Context: an optimization exercise on an open-source flow, tuned for small area and a short achievable clock period. The choices shown serve that exercise and are no tape-out recipe.
Function was checked by simulation only, so behaviour that the tests miss may differ from the original.
The clock port is modelled as an ideal driver; clocking choices that lean on that would not hold on a real chip.
Power figures rest on the tool's default switching activity, not on a simulated workload.

--- flow/design.v ---
module spu_wb_collector #(
  parameter int DATA_W   = 128,
  parameter int DEPTH    = 16,
  parameter int STALL_TH = 4,
  localparam int RECW    = DATA_W + 8,
  localparam int AW      = $clog2(DEPTH),
  localparam int CW      = $clog2(DEPTH) + 1
) (
  input  logic              clk,
  input  logic              rst,
  input  logic              wb_valid_ep,
  input  logic [6:0]        wb_rt_addr_ep,
  input  logic [DATA_W-1:0] wb_data_ep,
  input  logic              wb_valid_op,
  input  logic [6:0]        wb_rt_addr_op,
  input  logic [DATA_W-1:0] wb_data_op,
  output logic              out_valid,
  input  logic              out_ready,
  output logic [RECW-1:0]   out_rec,
  output logic [CW-1:0]     count,
  output logic              stall_issue,
  output logic              overflow,
  output logic [15:0]       drop_cnt
);
  localparam int MS = DEPTH - 1;    
  localparam int NB = 3;            
  localparam int ST = DEPTH - STALL_TH;   
  logic [MS-1:0]    wr_oh_q, rd_oh_q;
  logic [CW-1:0]    count_q;
  logic [DEPTH:0]   occ_q;          
  logic             nonempty_q, stall_q;
  logic             overflow_q;
  logic [15:0]      drop_cnt_q;
  logic [RECW-1:0]  head_q;
  logic [RECW-1:0]  mem_q [MS];
  logic             full, c15, c0, c1, pop;
  logic             ok_wr, ok_wr1;
  logic             acc_ep, acc_op, drop_ep, drop_op;
  logic             dm1, d0, d1, d2;
  logic [DEPTH:0]   ge;
  logic [CW-1:0]    count_d;
  logic [DEPTH:0]   occ_d;
  logic             nonempty_d, stall_d;
  logic [15:0]      drop_p1, drop_p2, drop_d;
  logic             take_head, head_en, sel_a, sel_hep, sel_hop;
  logic [RECW-1:0]  rec_ep, rec_op, head_d;
  logic [MS-1:0]    rd_sel;
  logic [NB-1:0]    wr_bank_q, wr_bank_d;   
  logic [MS-1:0]    wr_oh_d;
  logic [RECW-1:0]  bank_d [NB];
  logic [MS-1:0]    we, we_rdy, we_nrdy;
  assign rec_ep = {1'b0, wb_rt_addr_ep, wb_data_ep};
  assign rec_op = {1'b1, wb_rt_addr_op, wb_data_op};
  always_comb begin
    c0        = occ_q[0];
    c1        = occ_q[1];
    c15       = occ_q[DEPTH-1];
    full      = occ_q[DEPTH];
    for (int k = 0; k <= DEPTH; k++) begin
      ge[k] = 1'b0;
      for (int j = k; j <= DEPTH; j++) ge[k] = ge[k] | occ_q[j];
    end
    pop       = ~c0 & out_ready;
    ok_wr     = ~full | out_ready;                  
    ok_wr1    = ~(full | c15) | (c15 & out_ready);  
    acc_ep    = wb_valid_ep & ok_wr;
    acc_op    = wb_valid_op & (wb_valid_ep ? ok_wr1 : ok_wr);
    drop_ep   = wb_valid_ep & ~acc_ep;
    drop_op   = wb_valid_op & ~acc_op;
    dm1       = pop & ~acc_ep & ~acc_op;
    d2        = ~pop & acc_ep & acc_op;
    d1        = pop ? (acc_ep & acc_op) : (acc_ep ^ acc_op);
    d0        = ~(dm1 | d1 | d2);
    count_d   = ({CW{dm1}} & (count_q - CW'(1))) | ({CW{d0}} & count_q) |
                ({CW{d1}}  & (count_q + CW'(1))) | ({CW{d2}} & (count_q + CW'(2)));
    occ_d     = ({(DEPTH+1){dm1}} & (occ_q >> 1)) | ({(DEPTH+1){d0}} & occ_q) |
                ({(DEPTH+1){d1}}  & (occ_q << 1)) | ({(DEPTH+1){d2}} & (occ_q << 2));
    nonempty_d = ~((dm1 & c1) | (d0 & c0));
    stall_d   = (dm1 & ge[ST+1]) | (d0 & ge[ST]) | (d1 & ge[ST-1]) | (d2 & ge[ST-2]);
    drop_p1   = (&drop_cnt_q) ? drop_cnt_q : drop_cnt_q + 16'd1;
    drop_p2   = (&drop_cnt_q[15:1]) ? 16'hFFFF : drop_cnt_q + 16'd2;
    drop_d    = (drop_ep & drop_op) ? drop_p2 : (drop_ep | drop_op) ? drop_p1 : drop_cnt_q;
    take_head = c0 | (c1 & out_ready);
    head_en   = c0 | out_ready;
    sel_hep   = take_head & wb_valid_ep;
    sel_hop   = take_head & ~wb_valid_ep;
    rd_sel    = rd_oh_q & {MS{~c0 & ~c1 & out_ready}};
    sel_a     = wb_valid_ep & ~take_head;
    for (int b = 0; b < NB; b++)
      bank_d[b] = (wr_bank_q[b] & sel_a) ? rec_ep : rec_op;
    for (int e = 0; e < MS; e++) begin
      we_rdy[e]  = wr_oh_q[e] | (wr_oh_q[(e + MS - 1) % MS] & ~full);
      we_nrdy[e] = ~full & (wr_oh_q[e] | (wr_oh_q[(e + MS - 1) % MS] & ~c15));
      we[e]      = out_ready ? we_rdy[e] : we_nrdy[e];
    end
    case ({acc_ep | acc_op, acc_ep & acc_op, take_head})
      3'b100, 3'b111: wr_oh_d = {wr_oh_q[MS-2:0], wr_oh_q[MS-1]};
      3'b110:         wr_oh_d = {wr_oh_q[MS-3:0], wr_oh_q[MS-1:MS-2]};
      default:        wr_oh_d = wr_oh_q;
    endcase
    for (int b = 0; b < NB; b++) begin
      wr_bank_d[b] = 1'b0;
      for (int e = b; e < MS; e += NB) wr_bank_d[b] = wr_bank_d[b] | wr_oh_d[e];
    end
    head_d = (rec_ep & {RECW{sel_hep}}) | (rec_op & {RECW{sel_hop}}) | (head_q & {RECW{~head_en}});
    for (int e = 0; e < MS; e++)
      head_d = head_d | (mem_q[e] & {RECW{rd_sel[e]}});
  end
  always_ff @(posedge clk or negedge rst) begin
    if (!rst) begin
      wr_oh_q    <= MS'(1);
      wr_bank_q  <= NB'(1);
      rd_oh_q    <= MS'(1);
      count_q    <= '0;
      occ_q      <= (DEPTH+1)'(1);
      nonempty_q <= 1'b0;
      stall_q    <= 1'b0;
      overflow_q <= 1'b0;
      drop_cnt_q <= '0;
    end else begin
      wr_oh_q    <= wr_oh_d;
      wr_bank_q  <= wr_bank_d;
      if (out_ready & ~c0 & ~c1) rd_oh_q <= {rd_oh_q[MS-2:0], rd_oh_q[MS-1]};
      count_q    <= count_d;
      occ_q      <= occ_d;
      nonempty_q <= nonempty_d;
      stall_q    <= stall_d;
      overflow_q <= overflow_q | drop_ep | drop_op;
      drop_cnt_q <= drop_d;
    end
  end
  always_ff @(posedge clk) begin
    head_q <= head_d;
  end
  for (genvar e = 0; e < MS; e++) begin : g_slot
    always_ff @(posedge clk) begin
      if (we[e]) mem_q[e] <= bank_d[e % NB];
    end
  end
  assign out_valid   = nonempty_q;
  assign out_rec     = head_q;
  assign count       = count_q;
  assign stall_issue = stall_q;
  assign overflow    = overflow_q;
  assign drop_cnt    = drop_cnt_q;
endmodule
--- flow/flow/run.sh ---
#!/bin/bash
# Standard ORFS layout with two changes:
# - the port buffers buffer_ports inserts are plain buf_1 cells instead of the tool's default
#   pick (a slow delay-buffer cell);
# - before CTS, flow/up_outputs.tcl gives each output port's buffer and the flip-flop driving
#   it a stronger drive (same cell types, larger sizes), which repair_timing does not do itself.
set -euo pipefail
here=$(pwd)
export BUFFER_PORTS_ARGS="-buffer_cell sky130_fd_sc_hd__buf_1"
export PRE_CTS_TCL="$here/flow/up_outputs.tcl"
bash standard.sh finish > flow_standard.log 2>&1
--- flow/flow/up_outputs.tcl ---
# Upsize each output port's buffer and the flip-flop that drives it (drive strength only).
proc my_drv_inst {net} {
  foreach it [$net getITerms] {
    if {[$it isOutputSignal]} { return [$it getInst] }
  }
  return ""
}
set my_db [ord::get_db]
set my_block [ord::get_db_block]
foreach bt [$my_block getBTerms] {
  if {[$bt getIoType] ne "OUTPUT"} { continue }
  set b [my_drv_inst [$bt getNet]]
  if {$b eq ""} { continue }
  set bm [[$b getMaster] getName]
  if {![string match "sky130_fd_sc_hd__buf_*" $bm]} { continue }
  $b swapMaster [$my_db findMaster sky130_fd_sc_hd__buf_2]
  set in_net ""
  foreach it [$b getITerms] {
    if {[$it isInputSignal]} { set in_net [$it getNet] }
  }
  if {$in_net eq ""} { continue }
  set f [my_drv_inst $in_net]
  if {$f eq ""} { continue }
  set fm [[$f getMaster] getName]
  if {[regexp {^(sky130_fd_sc_hd__(dfxtp|dfrtp|dfstp))_[0-9]+$} $fm -> base]} {
    $f swapMaster [$my_db findMaster ${base}_4]
  }
}
--- flow/standard.sh ---
#!/bin/bash
# synth_recipe.tcl (not shown) runs the flow's synth.tcl, then flattens the netlist and writes it again
# the make line also repeats each setting of config.mk as NAME=value (left out here)
make -C /OpenROAD-flow-scripts/flow DESIGN_CONFIG=/design/flow/config.mk WORK_HOME=/design/flow/orfs CLKGATE_MAP_FILE= SYNTH_SCRIPT=/design/flow/synth_recipe.tcl "${@:-finish}"
--- flow/config.mk ---
export PLATFORM = sky130hd
export DESIGN_NAME = spu_wb_collector
export DESIGN_NICKNAME = spu_wb_collector
export VERILOG_FILES = /design/flow/design.v
export SDC_FILE = /design/flow/constraint.sdc
export NUM_CORES = 4
export LEC_CHECK = 0
export CAP_MARGIN = 20
export CORE_MARGIN = 2
export CORE_UTILIZATION = 65
export CTS_CLUSTER_DIAMETER = 90
export CTS_CLUSTER_SIZE = 25
export SETUP_SLACK_MARGIN = 3.1
export SLEW_MARGIN = 20
export TNS_END_PERCENT = 0
--- flow/constraint.sdc ---
create_clock -name core_clock -period 5.5 [get_ports {clk}]
set_input_delay 1.1000 -clock core_clock [delete_from_list [all_inputs] [get_ports {clk}]]
set_output_delay 1.1000 -clock core_clock [all_outputs]
set_load 0.01 [all_outputs]
==> parameters.txt, run 1 <==
Parameter                              Value

Run status
  Status  no timing/DRC/antenna violations

Die
  Number of top-level design ports    435
  Vert. Die Dim    370.0 um
  Effective utilization at floorplan    65.33%
  Die area    136900 um2
  Die Width    370.0 um
  Placement Rows    134
  Floorplan core area    133300 um2

Clock tree
  TritonCTS clock tree    built
  Register clock-pin slew on the reported worst setup and hold paths    0.11 ns
  Number of buffers inserted during clock tree synthesis    99
  Number of hold buffers added after cts    0
  Clock sink count    2250
  Clk latency of the worst-skew pair    0.76 ns

Critical path
  Critical Path Sink Type    flop
  Data arrival time of the critical path    3.32 ns
  Top fanout value on the critical path    53
  Endpoint required time on the critical path    6.13 ns
  CP Launch Type    flop
  WS Path Type    flop to flop

Final layout
  Final core utilization    72.67%
  Post-Layout Inst Area    96860 um2
  Fraction of layout instances using a drive strength above 1    21.51%
  Number of nets in the layout    5669
  P&R area growth vs syn    11.24%

STA
  Transition time at the pin with the least slew margin    0.9469 ns
  Crit path time final    2.691 ns
  Setup tns final    0 ns
  Clock tree skew after final layout    0.04772 ns
  Slew headroom    36.88%
  Fmax    371.6 MHz
  Number of hold violations in the final report    0
  Post-route fraction of the period consumed by the critical path    48.93%
  Final slew viol count    0
  Final-layout worst hold slack    0.3723 ns
  Number of setup violations in the final report    0
  RSZ-0062 raised after global routing    true

GRT
  Antenna violations before repair    63
  Number of global-route vias before repair    52860
  Maximum number of pins on one net before global-route repair    94
  Overflow left after global routing    0
  Aggregate global-route resource usage    40.62%
  Wire length of the first global-routing pass    391.7 mm

Drt
  Detail-routed net length per standard cell    38.60 um
  Number of design-rule violations left by the first detailed-router iteration    8573
  Wire length after detailed routing    281.0 mm
  Drt via density    7.554
  Final ANT Viol Nets    0
  DR vias    54990
  Number of iterations in the first detailed-routing pass    10
  Number of remaining DRC errors    0

Synthesis
  Average instance area after synthesis    17.61 um2
  Number of distinct library cell variants in the gate-level netlist after synthesis    72
  Fraction of post-synthesis cell area in the top cell type by area    70.35%
  Most instantiated flip-flop cell in the synthesis netlist    sky130_fd_sc_hd__edfxtp_1
  Synth Register Bits    2250
  Mapped Nets    5228
  Gate count after technology mapping    4944
  Library cell occupying the most area in the post-synthesis netlist    sky130_fd_sc_hd__edfxtp_1
  Post-synth ARST share    3.289%
  Top cells by area in the synthesized netlist    sky130_fd_sc_hd__edfxtp_1, sky130_fd_sc_hd__mux2_2, sky130_fd_sc_hd__a22oi_1
  Post-synth EDFFs    2040
  Sequential fraction of the synthesis area    75.61%
  Post-synthesis instance area    87080 um2
  Ys Warns    3

Pwr
  Static power due to leakage    33.28 nW
  Areal power density over the cells    410.0 nW/um2
  Worst-case vdd ir drop    336.8 uV

Hold path
  Worst hold path type    primary input to async pin

Placed design
  Port bufs    434
  Estimated wirelength of the detail-placed design    143.6 mm
  Placer congestion estimate    0.8504
  Area after detailed placement    91600 um2

Job
  Number of violations of the max-capacitance limit    0
-- cell type report --
type / count / area (um2)
inverter: 32 / 125.1
clock buffer: 180 / 2803
multi-input combinational: 2322 / 19810
sequential: 2250 / 66450
clock inverter: 2 / 25.02
fill: 8353 / 36430
tap: 1768 / 2212
timing repair buffer: 680 / 5324
antenna: 46 / 115.1
-- cell families after synthesis --
kind of cell / share of synthesized area (%)
DFF: 75.61
xor gates and xnor gates: 0.01006
adders and majority gates: 0.1293
AOI/OAI and AO/OA: 11.88
buffers and inverters: 2.233
and+or+nand+nor: 3.381
muxes: 6.753
-- worst paths after layout --
| kind | start | to | slack [ns] | depth (start not counted) |
|---|---|---|---|---|
| setup reg to reg | occ_q[0] | head_q[49] | 2.81 | 8 |
| min in group core_clock | mem_q[3][25] | head_q[25] | 0.47 | 2 |
| hold reg to reg | mem_q[3][25] | head_q[25] | 0.47 | 2 |
| hold / removal | rst | drop_cnt_q[7] | 0.37 | 1 |
| setup / recovery | occ_q[0] | head_q[49] | 2.81 | 8 |
| max in group asynchronous | rst | rd_oh_q[0] | 4.23 | 2 |
-- critical path, cell delays in order (launching register included) --
cell and delay (ns):
sky130_fd_sc_hd__dfstp_4 0.77, sky130_fd_sc_hd__buf_4 0.24, sky130_fd_sc_hd__nor2_4 0.06, sky130_fd_sc_hd__buf_4 0.17
sky130_fd_sc_hd__buf_12 0.21, sky130_fd_sc_hd__buf_4 0.33, sky130_fd_sc_hd__a221oi_1 0.31, sky130_fd_sc_hd__nand4_1 0.15
sky130_fd_sc_hd__nand3b_1 0.19
-- cells in the mapped netlist, types with 70 or more instances --
master / number
sky130_fd_sc_hd__nor2_1: 89
sky130_fd_sc_hd__a21oi_1: 87
sky130_fd_sc_hd__dfrtp_1: 70
sky130_fd_sc_hd__clkbuf_1: 81
sky130_fd_sc_hd__a221oi_1: 224
sky130_fd_sc_hd__a222oi_1: 160
sky130_fd_sc_hd__edfxtp_1: 2040
sky130_fd_sc_hd__mux2_2: 407
sky130_fd_sc_hd__buf_2: 207
sky130_fd_sc_hd__nand4_1: 138
sky130_fd_sc_hd__a22oi_1: 427
sky130_fd_sc_hd__dfxtp_1: 136
sky130_fd_sc_hd__mux2i_1: 124
sky130_fd_sc_hd__a22o_1: 172
-- stage by stage --
stage,setup WS [ns],power (W),instances
6_report,2.809,0.03972,7280
2_1_floorplan,2.224,0.02706,4944
3_3_place_gp,1.278,0.03045,6952
5_1_grt,2.825,0.04081,7258
4_1_cts,2.891,0.03949,7211
3_5_place_dp,1.224,0.03058,6953
-- registers in the layout, summed over array words and instances, names as in the netlist --
| register | flops |
|---|---|
| rd_oh_q | 15 |
| stall_q | 1 |
| overflow_q | 1 |
| wr_oh_q | 15 |
| mem_q | 2040 |
| wr_bank_q | 3 |
| count_q | 5 |
| drop_cnt_q | 16 |
| occ_q | 17 |
| nonempty_q | 1 |
| head_q | 136 |
-- power by group --
part           internal [W]  total (W)  switching [W]
Sequential           0.0227     0.0239        0.00120
Clock               0.00348    0.00856        0.00508
Combinational       0.00237    0.00724        0.00487
-- layout by cell type, fill, tap and decap left out, types with 56 or more instances in the layout --
cell                           n
sky130_fd_sc_hd__clkbuf_1     80
sky130_fd_sc_hd__a221oi_1    224
sky130_fd_sc_hd__clkbuf_16   102
sky130_fd_sc_hd__buf_1       271
sky130_fd_sc_hd__nand2_1      66
sky130_fd_sc_hd__edfxtp_1   2040
sky130_fd_sc_hd__a22o_1      172
sky130_fd_sc_hd__mux2_2      407
sky130_fd_sc_hd__buf_12       96
sky130_fd_sc_hd__mux2i_1     123
sky130_fd_sc_hd__dfxtp_4     136
sky130_fd_sc_hd__a22oi_1     427
sky130_fd_sc_hd__o2bb2ai_1    56
sky130_fd_sc_hd__nor2_1       84
sky130_fd_sc_hd__a21oi_1      81
sky130_fd_sc_hd__buf_4       118
sky130_fd_sc_hd__buf_2       160
sky130_fd_sc_hd__a222oi_1    160
sky130_fd_sc_hd__and3_1       63
sky130_fd_sc_hd__nand4_1     138
-- repair_timing --
action                     in CTS  in global routing
cloned                         18                  3
resized for setup              55                 18
setup endpoints to repair    3760               3325
pin swaps                      19                  7
buffers inserted               58                 20
-- routing by layer --
layer / track usage, % / up-vias / routed length [um]
li1: - / 21740 / -
met1: 56.32 / 28090 / 99170
met2: 62.73 / 4389 / 128900
met3: 10.09 / 721 / 40230
met4: 16.06 / 48 / 12330
met5: 0 / - / 347
==> run 2, diff against run 1 <==
--- a/flow/config.mk
+++ b/flow/config.mk
@@ -9,3 +9,3 @@
 export CORE_MARGIN = 2
-export CORE_UTILIZATION = 65
+export CORE_UTILIZATION = 60
 export CTS_CLUSTER_DIAMETER = 90
==> parameters.txt, run 2 <==
Parameter                              Value

Drt
  Met1 layer wirelength in the final routing    105.9 mm
  Wire length after detailed routing    276.4 mm
  Number of iterations in the first detailed-routing pass    8
  Number of design-rule violations left by the first detailed-router iteration    7152
  DR vias    53240
  Length of routed met3 wiring    31.21 mm
  Drt via density    7.241
  Detail-routed net length per standard cell    37.59 um
  Top layer used by detailed routing    met5
  Final ANT Viol Nets    0
  Met2 wire len    130.6 mm
  Number of remaining DRC errors    0

Synthesis
  Fraction of post-synthesis cell area in the top cell type by area    70.35%
  Sequential fraction of the synthesis area    75.61%
  Ys Warns    3
  Synth Register Bits    2250
  Top cells by area in the synthesized netlist    sky130_fd_sc_hd__edfxtp_1, sky130_fd_sc_hd__mux2_2, sky130_fd_sc_hd__a22oi_1
  Post-synthesis instance area    87080 um2
  Most instantiated flip-flop cell in the synthesis netlist    sky130_fd_sc_hd__edfxtp_1
  Synth cell count leaders    sky130_fd_sc_hd__edfxtp_1, sky130_fd_sc_hd__a22oi_1, sky130_fd_sc_hd__mux2_2
  Most repeated cell in the gate-level netlist after synthesis    sky130_fd_sc_hd__edfxtp_1
  Gate count after technology mapping    4944
  Average instance area after synthesis    17.61 um2
  Number of distinct library cell variants in the gate-level netlist after synthesis    72
  Library cell occupying the most area in the post-synthesis netlist    sky130_fd_sc_hd__edfxtp_1
  Post-synth EDFFs    2040
  Mapped Nets    5228
  Post-synth ARST share    3.289%

Pwr
  Worst-case vdd ir drop    292.4 uV
  Areal power density over the cells    411.3 nW/um2
  Static power due to leakage    32.95 nW

STA
  Setup tns final    0 ns
  Clock tree skew after final layout    0.02605 ns
  Slew headroom    32.09%
  Number of setup violations in the final report    0
  Fmax    364.1 MHz
  Final slew viol count    0
  Crit path time final    2.747 ns
  Post-route fraction of the period consumed by the critical path    49.94%
  Number of hold violations in the final report    0
  RSZ-0062 raised after global routing    true
  Transition time at the pin with the least slew margin    1.019 ns

Clock tree
  Number of hold buffers added after cts    0
  Clk latency of the worst-skew pair    0.77 ns
  Number of buffers inserted during clock tree synthesis    100
  Register clock-pin slew on the reported worst setup and hold paths    0.10 ns
  TritonCTS clock tree    built
  Clock sink count    2250

Final layout
  Most frequent cells in the layout    sky130_fd_sc_hd__edfxtp_1, sky130_fd_sc_hd__a22oi_1, sky130_fd_sc_hd__mux2_2
  Largest register by flop count    mem_q
  Regs by FF count    mem_q (2040), head_q (136), occ_q (17)
  Max reg flops    2040
  P&R area growth vs syn    10.65%
  Number of filler instances in the final layout    9853
  Number of nets in the layout    5624
  Most common cell after layout, fill and taps aside    sky130_fd_sc_hd__edfxtp_1
  Final core utilization    66.99%
  Fraction of layout instances using a drive strength above 1    20.89%

Die
  Die Width    385.0 um
  Placement Rows    139
  Die area    148200 um2
  Number of top-level design ports    435
  Vert. Die Dim    385.0 um
  Floorplan core area    143800 um2
  Effective utilization at floorplan    60.54%

Critical path
  CP Launch Type    flop
  Endpoint required time on the critical path    5.92 ns
  Data arrival time of the critical path    3.17 ns
  Top fanout value on the critical path    38
  Critical Path Sink Type    flop
  WS Path Type    flop to flop

GRT
  Overflow left after global routing    0
  Aggregate global-route resource usage    36.98%
  Antenna violations before repair    67
  Number of global-route vias before repair    50630
  Maximum number of pins on one net before global-route repair    88
  Wire length of the first global-routing pass    386.1 mm

Run status
  Status  no timing/DRC/antenna violations

Placed design
  Placer congestion estimate    0.8385
  Port bufs    434
  Estimated wirelength of the detail-placed design    144.9 mm

Hold path
  Worst hold path type    flop to flop

Job
  Number of violations of the max-capacitance limit    0
run 2: cell counts after synthesis:
No cell type changed its count.
run 2: repair_timing:
item	4_1_cts	5_1_grt
gates resized for setup	40	12
endpoints found under the hold margin	0	0
gates cloned	11	0
pin swaps	17	1
setup buffers	41	4
setup endpoints to repair	3491	2331
run 2: logic make-up after synthesis:
group	count (synthesis)	synth area share, %
flops	2250	75.61
compound gates	1265	11.88
mux	536	6.753
simple gates	499	3.381
buf+inv	384	2.233
fa+ha+maj	9	0.1293
xor+xnor	1	0.01006
run 2: worst paths after layout:
check | startpoint | endpoint | slack [ns] | depth (start not counted)
setup / recovery | occ_q[16] | mem_q[6][118] | 2.75 | 4
hold / removal | mem_q[3][25] | head_q[25] | 0.44 | 2
setup reg to reg | occ_q[16] | mem_q[6][118] | 2.75 | 4
hold reg to reg | mem_q[3][25] | head_q[25] | 0.44 | 2
max in group asynchronous | rst | occ_q[1] | 3.97 | 2
min in group asynchronous | rst | stall_q | 0.45 | 1
run 2: routing by layer:
metal,GRT usage [%],vias up
li1,-,21640
met1,52.67,27760
met2,58.61,3296
met3,7.578,494
met4,10.11,58
met5,0,-
run 2: power by group:
| group | leakage, nW | switching, W | internal, W |
|---|---|---|---|
| combinational | 8.49 | 0.00480 | 0.00228 |
| sequential | 23.1 | 0.00111 | 0.0227 |
| clock | 1.38 | 0.00519 | 0.00356 |
| total | 33.0 | 0.0111 | 0.0285 |
run 2: through the flow:
step / hold WS (ns) / cells / instance area [um2] / worst slack, ns / power, W
floorplan: 0.4345 / 4944 / 87280 / 2.224 / 0.02706
global placement: 0.4439 / 7085 / 91770 / 1.453 / 0.03044
detailed placement: 0.4451 / 7085 / 91770 / 1.451 / 0.03056
CTS: 0.4395 / 7313 / 96180 / 2.819 / 0.03957
global route: 0.4862 / 7339 / 96310 / 2.706 / 0.04080
finish: 0.4423 / 7353 / 96350 / 2.753 / 0.03963
run 2: area by class of cell:
type / count / area [um2] / share of cell area [%]
antenna: 36 / 90.09 / 0.09350
clock buffer: 168 / 2821 / 2.928
clock inverter: 8 / 75.07 / 0.07792
inverter: 32 / 125.1 / 0.1299
multi-input combinational: 2320 / 19740 / 20.49
sequential: 2250 / 66450 / 68.96
tap: 1903 / 2381 / 2.471
timing repair buffer: 636 / 4673 / 4.850
run 2: critical path: stages (launching register included):
cell	delay, ns
sky130_fd_sc_hd__dfrtp_1	0.39
sky130_fd_sc_hd__clkbuf_8	0.23
sky130_fd_sc_hd__o21ai_1	0.62
sky130_fd_sc_hd__o21a_4	0.58
sky130_fd_sc_hd__buf_4	0.49
==> run 3, diff against run 2 <==
--- a/flow/config.mk
+++ b/flow/config.mk
@@ -9,3 +9,3 @@
 export CORE_MARGIN = 2
-export CORE_UTILIZATION = 60
+export CORE_UTILIZATION = 65
 export CTS_CLUSTER_DIAMETER = 90
@@ -14,2 +14,2 @@
 export SLEW_MARGIN = 20
-export TNS_END_PERCENT = 0
+export TNS_END_PERCENT = 10
==> parameters.txt, run 3 <==
Parameter                              Value

STA
  Final slew viol count    0
  Crit path time final    2.701 ns
  Number of hold violations in the final report    0
  Final-layout worst hold slack    0.3325 ns
  Slew headroom    26.07%
  Fmax    370.2 MHz
  Number of setup violations in the final report    0
  Setup tns final    0 ns
  Transition time at the pin with the least slew margin    1.109 ns
  Clock tree skew after final layout    0.03129 ns
  Post-route fraction of the period consumed by the critical path    49.11%
  RSZ-0062 raised after global routing    true
  Setup slack after layout    2.799 ns

GRT
  Number of global-route vias before repair    51980
  Wire length of the first global-routing pass    387.2 mm
  Antenna violations before repair    69
  Maximum number of pins on one net before global-route repair    114
  Overflow left after global routing    0
  Aggregate global-route resource usage    40.01%

Die
  Vert. Die Dim    370.0 um
  Number of top-level design ports    435
  Placement Rows    134
  Die area    136900 um2
  Effective utilization at floorplan    65.33%
  Floorplan core area    133300 um2
  Die Width    370.0 um

Final layout
  Most frequent cells in the layout    sky130_fd_sc_hd__edfxtp_1, sky130_fd_sc_hd__a22oi_1, sky130_fd_sc_hd__mux2_2
  P&R area growth vs syn    14.62%
  Max reg flops    2040
  Largest register by flop count    mem_q
  Fraction of layout instances using a drive strength above 1    24.74%
  Regs by FF count    mem_q (2040), head_q (136), occ_q (17)
  Most common cell after layout, fill and taps aside    sky130_fd_sc_hd__edfxtp_1
  Final core utilization    74.88%
  Number of nets in the layout    5802

Critical path
  CP Launch Type    flop
  Data arrival time of the critical path    3.18 ns
  WS Path Type    flop to flop
  Critical Path Sink Type    flop
  Slowest library cell on the worst path    sky130_fd_sc_hd__dfstp_4
  Maximum single-stage delay on the critical path    0.74 ns
  Endpoint required time on the critical path    5.98 ns
  Ordered cell list for the critical path    a21oi_4 > buf_4 > nand3_4 > buf_12 > mux2_2
  Top fanout value on the critical path    46

Job
  Number of violations of the max-capacitance limit    0

Drt
  Number of iterations in the first detailed-routing pass    10
  DR vias    57250
  Final ANT Viol Nets    0
  Number of design-rule violations left by the first detailed-router iteration    11130
  Number of remaining DRC errors    0
  Detail-routed net length per standard cell    42.31 um
  Drt via density    7.722
  Wire length after detailed routing    313.6 mm

Pwr
  Static power due to leakage    34.62 nW
  Worst-case vdd ir drop    374.6 uV
  Areal power density over the cells    406.8 nW/um2

Synthesis
  Most repeated cell in the gate-level netlist after synthesis    sky130_fd_sc_hd__edfxtp_1
  Post-synth EDFFs    2040
  Post-synth ARST share    3.289%
  Ys Warns    3
  Synth Register Bits    2250
  Top cells by area in the synthesized netlist    sky130_fd_sc_hd__edfxtp_1, sky130_fd_sc_hd__mux2_2, sky130_fd_sc_hd__a22oi_1
  Library cell occupying the most area in the post-synthesis netlist    sky130_fd_sc_hd__edfxtp_1
  Number of distinct library cell variants in the gate-level netlist after synthesis    72
  Sequential fraction of the synthesis area    75.61%
  Mapped Nets    5228
  Post-synthesis instance area    87080 um2
  Gate count after technology mapping    4944
  Synth cell count leaders    sky130_fd_sc_hd__edfxtp_1, sky130_fd_sc_hd__a22oi_1, sky130_fd_sc_hd__mux2_2
  Fraction of post-synthesis cell area in the top cell type by area    70.35%
  Most instantiated flip-flop cell in the synthesis netlist    sky130_fd_sc_hd__edfxtp_1
  Average instance area after synthesis    17.61 um2

Clock tree
  Clock sink count    2250
  TritonCTS clock tree    built
  Number of buffers inserted during clock tree synthesis    100
  Register clock-pin slew on the reported worst setup and hold paths    0.10 ns
  Clk latency of the worst-skew pair    0.77 ns

Run status
  Status  no timing/DRC/antenna violations

Placed design
  Pre-CTS setup slack    1.219 ns
  Port bufs    434
  Estimated wirelength of the detail-placed design    138.0 mm
  Placer congestion estimate    0.8611

Hold path
  Worst hold path type    primary input to async pin
-- run 3: cell counts after synthesis --
No cell type changed its count.
-- run 3: routing by layer --
layer	routed length [um]	GRT usage (%)
met5	309	0
met2	138900	61.92
met4	16740	13.64
met3	53230	9.028
met1	104500	56.95
-- run 3: layout make-up --
class	instances	area [um2]
fillers	7866	33490
repair buffers	801	7515
inverters	32	125.1
clock inverters	6	75.07
diodes	50	125.1
multi-input cells	2333	20460
clock buffers	173	2840
flip-flops and latches	2250	66450
well taps	1768	2212
-- run 3: metrics by stage --
stage / power [W] / cell area (um2) / cells
floorplan: 0.02706 / 87300 / 4944
global placement: 0.03036 / 91220 / 6921
detailed placement: 0.03052 / 91220 / 6921
CTS: 0.03945 / 96040 / 7168
global route: 0.04150 / 99750 / 7392
finish: 0.04060 / 99800 / 7413
-- run 3: logic make-up (layout without fill, tap and decap cells) --
family | after synthesis | after routing | share of synthesized area, %
simple gates | 499 | 513 | 3.381
xor+xnor | 1 | 1 | 0.01006
fa+ha+maj | 9 | 9 | 0.1293
buf+inv | 384 | 1012 | 2.233
compound gates | 1265 | 1272 | 11.88
other cells | 0 | 50 | 0
mux | 536 | 538 | 6.753
flops | 2250 | 2250 | 75.61
-- run 3: path summary, 6_finish.rpt --
path,startpoint,to,slack [ns],cells past startpoint
min,rst,count_q[1],0.33,1
max in group asynchronous,rst,drop_cnt_q[12],4.05,2
min in group core_clock,mem_q[3][25],head_q[25],0.47,2
max,occ_q[0],mem_q[8][24],2.80,5
max reg2reg,occ_q[0],mem_q[8][24],2.80,5
min reg2reg,mem_q[3][25],head_q[25],0.47,2
-- run 3: repair_timing --
action / in CTS / in global routing
pin swaps: 16 / 52
gates resized for setup: 48 / 235
gates cloned: 17 / 77
hold buffers: 0 / 0
setup endpoints to repair: 3803 / 2745
setup buffers: 51 / 118
-- run 3: power by group --
part,internal (W),total (W),switching (W)
Combinational,0.00259,0.00786,0.00527
Sequential,0.0227,0.0240,0.00125
Clock,0.00357,0.00877,0.00520
-- run 3: worst max-delay path: cells and delay by family, from the launching register on --
| family | cells | cell delay [ns] |
|---|---|---|
| AOI/OAI and AO/OA | 1 | 0.08 |
| buffers and inverters | 2 | 0.59 |
| DFF | 1 | 0.74 |
| muxes | 1 | 0.46 |
| and+or+nand+nor | 1 | 0.46 |

## port drivers added, routing unchanged
In the flow no input, the clock included, has a driving cell. The finished layouts below were timed again as built, in two steps.
Step 1 (the two cells are an assumption about what drives the block):
set clk [get_ports {clk}]
set_driving_cell -lib_cell sky130_fd_sc_hd__clkbuf_16 $clk
set_driving_cell -lib_cell sky130_fd_sc_hd__buf_2 [delete_from_list [all_inputs] $clk]
Step 2 also shifts input and output timing later by t, the mid clock arrival at the registers, as if the neighbouring blocks saw the same clock.
a / b / c = ideal ports / drivers / drivers and shift; a / b = the first two.
| run | t (ns) | slack for setup (ns) | clock arrival spread, ns | worst register clock-pin slew, ns | pins driven straight from the clock port |
|---|---|---|---|---|---|
| run 1 | 0.825 | 2.809 / 2.809 / 2.046 | 0.048 / 0.048 | 0.11 / 0.11 | 1 |
| run 2 | 0.837 | 2.753 / 2.753 / 1.995 | 0.033 / 0.032 | 0.11 / 0.11 | 1 |
| run 3 | 0.845 | 2.799 / 2.742 / 1.897 | 0.035 / 0.035 | 0.11 / 0.11 | 1 |
After both steps every run listed still meets setup and hold. For run 3, which loses most, drivers alone change the setup slack by -0.057 ns; drivers and shift together by -0.902 ns.
